From an optimization exercise on the open Yosys and OpenROAD flow, aimed at small area; shortcuts taken in it are not production practice.
Only simulation tests tie the RTL to the original design; equivalence was not proved.
Power figures rest on the tool's default switching activity, not on a simulated workload.

==> design.v <==
`timescale 1ns/100ps
package rv_pkg;
   localparam int XLEN = 32;
   localparam int NREGS = 32;
   typedef logic [XLEN-1:0] word_t;
   typedef logic [$clog2(NREGS)-1:0] reg_addr_t;
   typedef logic [31:0] inst_t;
   localparam logic [4:0] OPC_LUI = 5'b01101;
   localparam logic [4:0] OPC_OP = 5'b01100;
   localparam logic [4:0] OPC_OPIMM = 5'b00100;
   localparam logic [2:0] F3_ADD = 3'b000;
   localparam logic [2:0] F3_SLL = 3'b001;
   localparam logic [2:0] F3_SR = 3'b101;
   localparam logic [6:0] F7_BASE = 7'h00;
   localparam logic [6:0] F7_ALT = 7'h20;
   typedef enum logic [3:0] {
      ALU_ADD = 4'b0000,
      ALU_SUB = 4'b1000,
      ALU_SLL = 4'b0001,
      ALU_SLT = 4'b0010,
      ALU_SLTU = 4'b0011,
      ALU_XOR = 4'b0100,
      ALU_SRL = 4'b0101,
      ALU_SRA = 4'b1101,
      ALU_OR = 4'b0110,
      ALU_AND = 4'b0111
   } alu_op_t;
   typedef struct packed {
      logic [3:0] op;  
      logic use_imm;  
      word_t imm;
   } alu_req_t;
   typedef struct packed {
      logic valid;
      logic illegal;
      reg_addr_t rd;
   } wb_tag_t;
   typedef struct packed {
      logic valid;
      logic illegal;
      reg_addr_t rd;
      word_t data;
   } wb_t;
   localparam int OPERAND_LATENCY = 1;
   localparam int WB_LATENCY = 3;
endpackage
`timescale 1ns/100ps
module rv_decoder (
   input  rv_pkg::inst_t     i_inst,
   output rv_pkg::reg_addr_t o_rs1,
   output rv_pkg::reg_addr_t o_rs2,
   output rv_pkg::reg_addr_t o_rd,
   output rv_pkg::alu_req_t  o_alu_req,
   output logic              o_illegal
);
   logic [4:0] opcode;
   logic [2:0] funct3;
   logic [6:0] funct7;
   rv_pkg::word_t imm_i;
   rv_pkg::word_t imm_u;
   assign opcode = i_inst[6:2];
   assign funct3 = i_inst[14:12];
   assign funct7 = i_inst[31:25];
   assign imm_i = {{20{i_inst[31]}}, i_inst[31:20]};
   assign imm_u = {i_inst[31:12], 12'b0};
   always_comb begin
      o_rs1 = i_inst[19:15];
      o_rs2 = i_inst[24:20];
      o_rd = i_inst[11:7];
      o_alu_req.op = rv_pkg::ALU_ADD;
      o_alu_req.use_imm = 1'b0;
      o_alu_req.imm = imm_i;
      o_illegal = 1'b0;
      if (i_inst[1:0] != 2'b11) begin  
         o_illegal = 1'b1;
      end else begin
         case (opcode)
            rv_pkg::OPC_LUI: begin
               o_rs1 = '0;
               o_alu_req.use_imm = 1'b1;
               o_alu_req.imm = imm_u;
            end
            rv_pkg::OPC_OP: begin
               o_alu_req.op = {funct7[5], funct3};
               if (funct7 == rv_pkg::F7_ALT) begin
                  o_illegal = (funct3 != rv_pkg::F3_ADD) && (funct3 != rv_pkg::F3_SR);
               end else begin
                  o_illegal = (funct7 != rv_pkg::F7_BASE);
               end
            end
            rv_pkg::OPC_OPIMM: begin
               o_alu_req.op = {(funct3 == rv_pkg::F3_SR) & funct7[5], funct3};
               o_alu_req.use_imm = 1'b1;
               if (funct3 == rv_pkg::F3_SLL) begin
                  o_illegal = (funct7 != rv_pkg::F7_BASE);
               end else if (funct3 == rv_pkg::F3_SR) begin
                  o_illegal = (funct7 != rv_pkg::F7_BASE) && (funct7 != rv_pkg::F7_ALT);
               end
            end
            default: begin
               o_illegal = 1'b1;
            end
         endcase
      end
   end
endmodule
`timescale 1ns/100ps
module rv_regfile (
   input  logic              i_clk,
   input  rv_pkg::reg_addr_t i_rs1,
   input  rv_pkg::reg_addr_t i_rs2,
   input  rv_pkg::wb_t       i_wb,
   output rv_pkg::word_t     o_op1,
   output rv_pkg::word_t     o_op2
);
   rv_pkg::word_t mem [rv_pkg::NREGS];
   logic wr_en;
   logic wr_en_q;
   rv_pkg::reg_addr_t wr_rd_q;
   rv_pkg::word_t wr_data_q;
   rv_pkg::word_t op1_q;
   rv_pkg::word_t op2_q;
   assign wr_en = i_wb.valid && !i_wb.illegal && (i_wb.rd != '0);
   function automatic rv_pkg::word_t read_port(rv_pkg::reg_addr_t rs);
      rv_pkg::word_t val;
      if (rs == '0) begin
         val = '0;
      end else if (wr_en && (i_wb.rd == rs)) begin
         val = i_wb.data;
      end else if (wr_en_q && (wr_rd_q == rs)) begin
         val = wr_data_q;
      end else begin
         val = mem[rs];
      end
      read_port = val;
   endfunction
   always_ff @(posedge i_clk) begin
      wr_en_q <= wr_en;
      wr_rd_q <= i_wb.rd;
      wr_data_q <= i_wb.data;
      if (wr_en_q) begin
         mem[wr_rd_q] <= wr_data_q;
      end
      op1_q <= read_port(i_rs1);
      op2_q <= read_port(i_rs2);
   end
   assign o_op1 = op1_q;
   assign o_op2 = op2_q;
endmodule
`timescale 1ns/100ps
module rv_alu (
   input  logic             i_clk,
   input  rv_pkg::word_t    i_op1,
   input  rv_pkg::word_t    i_op2,
   input  rv_pkg::alu_req_t i_req,
   output rv_pkg::word_t    o_result
);
   rv_pkg::word_t op1_p;
   rv_pkg::word_t op2_p;
   logic [3:0] op_p;
   logic [3:0] op_pp;
   rv_pkg::word_t add_pp;
   rv_pkg::word_t sub_pp;
   rv_pkg::word_t xor_pp;
   rv_pkg::word_t or_pp;
   rv_pkg::word_t and_pp;
   rv_pkg::word_t sll_pp;
   rv_pkg::word_t srl_pp;
   rv_pkg::word_t sra_pp;
   logic sh16_pp;       
   logic slt_hi_pp;
   logic sltu_hi_pp;
   logic hi_eq_pp;
   logic lt_lo_pp;      
   always_ff @(posedge i_clk) begin
      op1_p <= i_op1;
      op2_p <= i_req.use_imm ? i_req.imm : i_op2;
      op_p <= i_req.op;
   end
   always_ff @(posedge i_clk) begin
      op_pp <= op_p;
      add_pp <= op1_p + op2_p;
      sub_pp <= op1_p - op2_p;
      xor_pp <= op1_p ^ op2_p;
      or_pp <= op1_p | op2_p;
      and_pp <= op1_p & op2_p;
      sll_pp <= op1_p << op2_p[3:0];
      srl_pp <= op1_p >> op2_p[3:0];
      sra_pp <= $signed(op1_p) >>> op2_p[3:0];
      sh16_pp <= op2_p[4];
      slt_hi_pp <= $signed(op1_p[31:16]) < $signed(op2_p[31:16]);
      sltu_hi_pp <= op1_p[31:16] < op2_p[31:16];
      hi_eq_pp <= op1_p[31:16] == op2_p[31:16];
      lt_lo_pp <= op1_p[15:0] < op2_p[15:0];
   end
   always_comb begin
      case (op_pp)
         rv_pkg::ALU_ADD: o_result = add_pp;
         rv_pkg::ALU_SUB: o_result = sub_pp;
         rv_pkg::ALU_SLL: o_result = sh16_pp ? {sll_pp[15:0], 16'b0} : sll_pp;
         rv_pkg::ALU_SRL: o_result = sh16_pp ? {16'b0, srl_pp[31:16]} : srl_pp;
         rv_pkg::ALU_SRA: begin
            o_result = sh16_pp ? {{16{sra_pp[31]}}, sra_pp[31:16]} : sra_pp;
         end
         rv_pkg::ALU_SLT: o_result = {31'b0, hi_eq_pp ? lt_lo_pp : slt_hi_pp};
         rv_pkg::ALU_SLTU: o_result = {31'b0, hi_eq_pp ? lt_lo_pp : sltu_hi_pp};
         rv_pkg::ALU_XOR: o_result = xor_pp;
         rv_pkg::ALU_OR: o_result = or_pp;
         rv_pkg::ALU_AND: o_result = and_pp;
         default: o_result = add_pp;
      endcase
   end
endmodule
`timescale 1ns/100ps
module stage_delay #(
   parameter int DEPTH = 1,
   parameter int WIDTH = 1
) (
   input  logic i_clk,
   input  logic i_rst,
   input  logic [WIDTH-1:0] i_d,
   output logic [WIDTH-1:0] o_q
);
   logic [WIDTH-1:0] pipe [DEPTH];
   always_ff @(posedge i_clk) begin
      if (i_rst) begin
         for (int i = 0; i < DEPTH; i++) begin
            pipe[i] <= '0;
         end
      end else begin
         pipe[0] <= i_d;
         for (int i = 1; i < DEPTH; i++) begin
            pipe[i] <= pipe[i-1];
         end
      end
   end
   assign o_q = pipe[DEPTH-1];
endmodule
`timescale 1ns/100ps
module rv_exec_top (
   input  logic          i_clk,
   input  logic          i_rst,
   input  logic          i_valid,
   input  rv_pkg::inst_t i_inst,
   output logic          o_wb_valid,
   output logic          o_wb_illegal,
   output logic [4:0]    o_wb_rd,
   output logic [31:0]   o_wb_data
);
   rv_pkg::wb_t o_wb;
   rv_pkg::reg_addr_t rs1;
   rv_pkg::reg_addr_t rs2;
   rv_pkg::reg_addr_t rd;
   logic illegal;
   rv_pkg::alu_req_t alu_req;
   rv_pkg::alu_req_t alu_req_d;
   rv_pkg::wb_tag_t tag;
   rv_pkg::wb_tag_t tag_d;
   rv_pkg::word_t op1;
   rv_pkg::word_t op2;
   rv_pkg::word_t result;
   rv_decoder i_rv_decoder (
      .i_inst    (i_inst),
      .o_rs1     (rs1),
      .o_rs2     (rs2),
      .o_rd      (rd),
      .o_alu_req (alu_req),
      .o_illegal (illegal)
   );
   assign tag = {i_valid, i_valid && illegal, rd};
   stage_delay #(.DEPTH(rv_pkg::OPERAND_LATENCY), .WIDTH(37)) i_req_delay (
      .i_clk (i_clk),
      .i_rst (i_rst),
      .i_d   (alu_req),
      .o_q   (alu_req_d)
   );
   stage_delay #(.DEPTH(rv_pkg::WB_LATENCY), .WIDTH(7)) i_tag_delay (
      .i_clk (i_clk),
      .i_rst (i_rst),
      .i_d   (tag),
      .o_q   (tag_d)
   );
   rv_regfile i_rv_regfile (
      .i_clk (i_clk),
      .i_rs1 (rs1),
      .i_rs2 (rs2),
      .i_wb  (o_wb),
      .o_op1 (op1),
      .o_op2 (op2)
   );
   rv_alu i_rv_alu (
      .i_clk    (i_clk),
      .i_op1    (op1),
      .i_op2    (op2),
      .i_req    (alu_req_d),
      .o_result (result)
   );
   assign o_wb = {tag_d.valid, tag_d.illegal, tag_d.rd, result};
   assign o_wb_valid = o_wb.valid;
   assign o_wb_illegal = o_wb.illegal;
   assign o_wb_rd = o_wb.rd;
   assign o_wb_data = o_wb.data;
endmodule
==> run.sh <==
#!/bin/bash
# synth_recipe.tcl (not shown) runs the flow's synth.tcl, then flattens the netlist and writes it again
# the make line also repeats each setting of config.mk as NAME=value (left out here)
make -C /OpenROAD-flow-scripts/flow DESIGN_CONFIG=/design/flow/config.mk WORK_HOME=/design/flow/orfs CLKGATE_MAP_FILE= SYNTH_SCRIPT=/design/flow/synth_recipe.tcl finish
==> config.mk <==
export PLATFORM = sky130hd
export DESIGN_NAME = rv_exec_top
export DESIGN_NICKNAME = rv_exec_top
export VERILOG_FILES = /design/flow/design.v
export SDC_FILE = /design/flow/constraint.sdc
export NUM_CORES = 4
export LEC_CHECK = 0
export CAP_MARGIN = 20
export CORE_MARGIN = 2
export CORE_UTILIZATION = 40
export SETUP_SLACK_MARGIN = 0.4
export SLEW_MARGIN = 20
==> constraint.sdc <==
create_clock -name core_clock -period 6.5 [get_ports {i_clk}]
set_input_delay 1.3000 -clock core_clock [delete_from_list [all_inputs] [get_ports {i_clk}]]
set_output_delay 1.3000 -clock core_clock [all_outputs]
set_load 0.01 [all_outputs]
==> metrics.md <==
| Metric | Value |
|---|---|
| Largest family of logic cells by synthesized area | multiplexers |
| N_diodes | 0 |
| FF/Latch Area | 40300 um2 |
| Sequential share of the synthesized area | 0.593 |
| RSZ-0062 raised after global routing | false |
| Worst Hold Class | flip-flop to flip-flop |
| Fillers | 15.0k |
| Die area | 173000 um2 |
| Final Wtd Congestion | 0.940 |
| Setup_tns | 0 ps |
| Max Cap Viol | 0 |
| Worst VDD drop | 0.307 mV |
| H-tree lvl count | 4 |
| Commonest non-fill, non-tap cell in the layout | edfxtp_1 |
| Crit-path slowest cell | a22oi_1 |
| Synthesized net count | 4991 |
| CP top delay family | compound AO/OA/AOI/OAI gates |
| Post-CTS Setup Inserts | 0 |
| Initial antenna violation count | 12 |
| Crit Path Class | flip-flop to output pin |
| Top cell by count, worst path | a22oi_1 |
| Die Wd | 416 um |
| IO Port Bufs | 73 |
| Adder-cell share of the synthesized area | 0.0189 |
| Mux cell area share after synthesis | 0.169 |
| Number of global-route vias before repair | 46.3k |
| Slew Limit Fails | 0 |
| Library cells used by synthesis | 85 |
| Post-Synthesis Cells | 4855 |
| Clock latency (worst-skew pair) | 840 ps |
| Clock Skews | 49.3 ps |
| Post-CTS Hold Buffers | 0 |
| Remaining DRCs | 0 |
| Max FO, Critical Path | 25 |
| Drt first pass iters | 9 |
| Rel. slew slack | 0.198 |
| Mapped Avg Cell Area | 14.0 um2 |
| Root buf cell | clkbuf_16 |
| Layout cell share with drive strength beyond 1 | 0.198 |
| Largest net degree at the start of global routing | 103 |
| Final period util | 0.919 |
| Iteration-0 DRC Markers | 6886 |
| Layout Nets | 5008 |
| DP HPWL | 156000 um |
| Synthesized area | 67800 um2 |
| Post-route ant nets | 0 |
| Worst-Margin Slew | 1200 ps |
| CTS max path bufs | 3 |
| Fraction of registers with async set/reset | 0 |
| CORE AREA | 169000 um2 |
| Cell Pwr Density | 347 nW/um2 |
| Synth warnings | 7 |
| Critical Path Max Stage Delay | 730 ps |
| WL final | 245000 um |
| CP Capture Type | output pin |
| Aggregate global routing overflow | 0 |
| WP buf/inv | 2 |
| Clock-pin transition on the worst setup and hold timing paths | 60 ps |
| Peak Freq | 167 MHz |
| Post-synth top flop | edfxtp_1 |
| P_leak | 0.0262 uW |
| Hold WS | 314 ps |
| Final min period | 5980 ps |
| Most frequent cells in the layout | edfxtp_1 (1024), dfxtp_1 (452), mux4_2 (408), nand2_1 (247), nor2_1 (241) |
| CTS tree | yes |
| Status | no timing/DRC/antenna violations |
| Worst Setup Start Kind | flip-flop |
| Via Count | 47.2k |
| Critical path, cell by cell | and4b_1, a22oi_1, a22oi_1, o22ai_1, inv_1, clkdlybuf4s50_1 |
| Synth Area in Compound Gates | 0.119 |
| Synthesis-to-finish area growth | 13.5% |
| CTS Buf Count | 161 |
| Starting Density | 0.402 |
| Clock Sinks | 1498 |
| CP Data Required Time | 5200 ps |
| Overall routing resource usage | 0.278 |
| Post-synthesis simple-gate area fraction | 0.0580 |
| Via/cell ratio | 6.53 |
| First-pass GRT wire length | 344000 um |
| Io pins | 74 |
| EDFF count, synth | 1024 |
| Area of the multi-input gates | 25800 um2 |
| WP data arrival | 4680 ps |
| Die H | 416 um |
| Post-synthesis xor/xnor area fraction | 0.00943 |
| Routed len/inst | 33.9 um |
| Flops & latches, synth | 1498 |
| Fin. Hold Viols | 0 |
| Finish-stage setup viols | 0 |
| Core Rows | 151 |
[stage by stage]
stage,area [um2],utilization,worst slack [ps],cells,power (uW)
2_1_floorplan,67800,-,2920,4855,15000
3_3_place_gp,71500,0.423,1070,6923,17300
3_5_place_dp,71500,0.423,1050,6925,17300
4_1_cts,76900,0.455,461,7225,26600
5_1_grt,77000,0.456,515,7227,27400
6_report,77000,0.456,524,7227,26700
[cell families after synthesis]
| family | Yosys count |
|---|---|
| AO/OA/AOI/OAI | 1166 |
| XOR/XNOR | 73 |
| adder cells (fa/ha/maj) | 101 |
| buffers and inverters | 551 |
| flip-flops | 1498 |
| multiplexers | 628 |
| AND/OR/NAND/NOR | 838 |
[worst paths after layout]
| path | cells past startpoint | to | startpoint | slack [ps] |
|---|---|---|---|---|
| setup / recovery | 6 | o_wb_data[4] | i_rv_alu.op_pp[1] | 520 |
| hold / removal | 0 | i_rv_alu.op1_p[20] | i_rv_regfile.op1_q[20] | 310 |
| setup reg to reg | 11 | i_rv_alu.sub_pp[24] | i_rv_alu.op2_p[2] | 2460 |
| hold reg to reg | 0 | i_rv_alu.op1_p[20] | i_rv_regfile.op1_q[20] | 310 |
[timing repair]
action	4_1_cts	5_1_grt
gates cloned	0	0
gates resized for setup	2	4
setup endpoints to repair	2	4
hold endpoints to repair	0	0
[final cells by class]
type / instances / share of cell area
flip-flops and latches: 1498 / 0.523
clock inverters: 66 / 0.00955
well taps: 2218 / 0.0360
repair buffers: 237 / 0.0276
inverters: 168 / 0.00821
multi-input cells: 2806 / 0.335
clock buffers: 234 / 0.0605
[flip-flops by register name (all words and copies together), names as in the netlist, 4 cells and up]
signal                  cells
i_rv_regfile.op1_q         32
i_tag_delay.pipe           21
i_rv_alu.sra_pp            15
i_rv_regfile.wr_rd_q        5
i_rv_alu.or_pp             32
i_rv_regfile.wr_data_q     32
i_rv_regfile.mem         1024
i_rv_alu.and_pp            32
i_rv_alu.op_pp              4
i_rv_alu.srl_pp            32
i_rv_alu.sll_pp            32
i_rv_alu.op_p               4
i_rv_alu.op2_p             32
i_rv_alu.op1_p             32
i_req_delay.pipe           37
i_rv_alu.add_pp            32
i_rv_regfile.op2_q         32
i_rv_alu.sub_pp            31
i_rv_alu.xor_pp            31
[power breakdown]
group          switching (uW)  internal, uW  leakage [uW]  total (uW)
sequential               1170         11900        0.0132       13000
clock                    3990          5380       0.00266        9370
combinational            2780          1500        0.0103        4280
total                    7940         18800        0.0262       26700
[metal layers]
| metal | wire length [um] | GRT usage | vias up |
|---|---|---|---|
| li1 | - | - | 19225 |
| met1 | 87600 | 0.346 | 23971 |
| met2 | 114000 | 0.443 | 3230 |
| met3 | 28800 | 0.0759 | 724 |
| met4 | 14800 | 0.145 | 14 |
| met5 | 96 | 0 | - |
[cells in the mapped netlist, drive strengths merged, types with 16 or more instances]
cell type	n	area, um2
nor3	49	292
nand2	249	935
o211ai	40	300
mux2i	178	1780
o21a	49	368
a221oi	56	490
a211oi	64	485
o22ai	119	744
a31oi	40	250
or3	16	100
a222oi	17	170
mux2	42	473
edfxtp	1024	30700
a21oi	228	1140
dfxtp	474	9490
nor2	282	1060
o21bai	20	150
a21o	18	135
and2	24	153
nand3	78	403
a22oi	98	736
buf	161	764
o221ai	68	596
a221o	29	290
mux4	408	9190
inv	165	619
xor2	18	158
a22o	21	184
xnor2	55	482
o21ai	163	816
o32ai	31	279
a32oi	24	210
ha	99	1240
nor2b	55	344
clkbuf	222	833
[worst register-to-register path, cell delays in order, from the launching register on]
cell,delay [ps]
dfxtp_2,340
clkinv_1,40
buf_4,480
ha_1,450
nor2_1,90
o311ai_0,500
a21oi_1,290
a31oi_1,500
o21ai_1,340
a21boi_0,480
o21ai_0,230
xnor2_1,170

## afterwards: timing with drivers on the ports
How much do the figures lean on ideal ports? The routed layout below was timed once more, with nothing changed but the port constraints.
Step 1 assumes that a clkbuf_16 drives the clock port and a buf_2 every other input.
Step 2 moves the port delays by t, midway between the first and last clock arrival at a register: inputs arrive t later, outputs are due t later. That takes back most of the time a late clock gives input paths.
a / b / c = ideal ports / drivers / drivers and shift; a / b = the first two.
t, ns: 0.893
setup WS [ns]: 0.524 / 0.444 / 0.827
clock arrival spread, ns: 0.049 / 0.050
worst register clock-pin slew, ns: 0.07 / 0.07
cell pins on the clock port's net: 1
After both steps setup and hold are still met in this run. For this run, drivers alone change the setup slack by -0.080 ns; drivers and shift together by +0.303 ns.
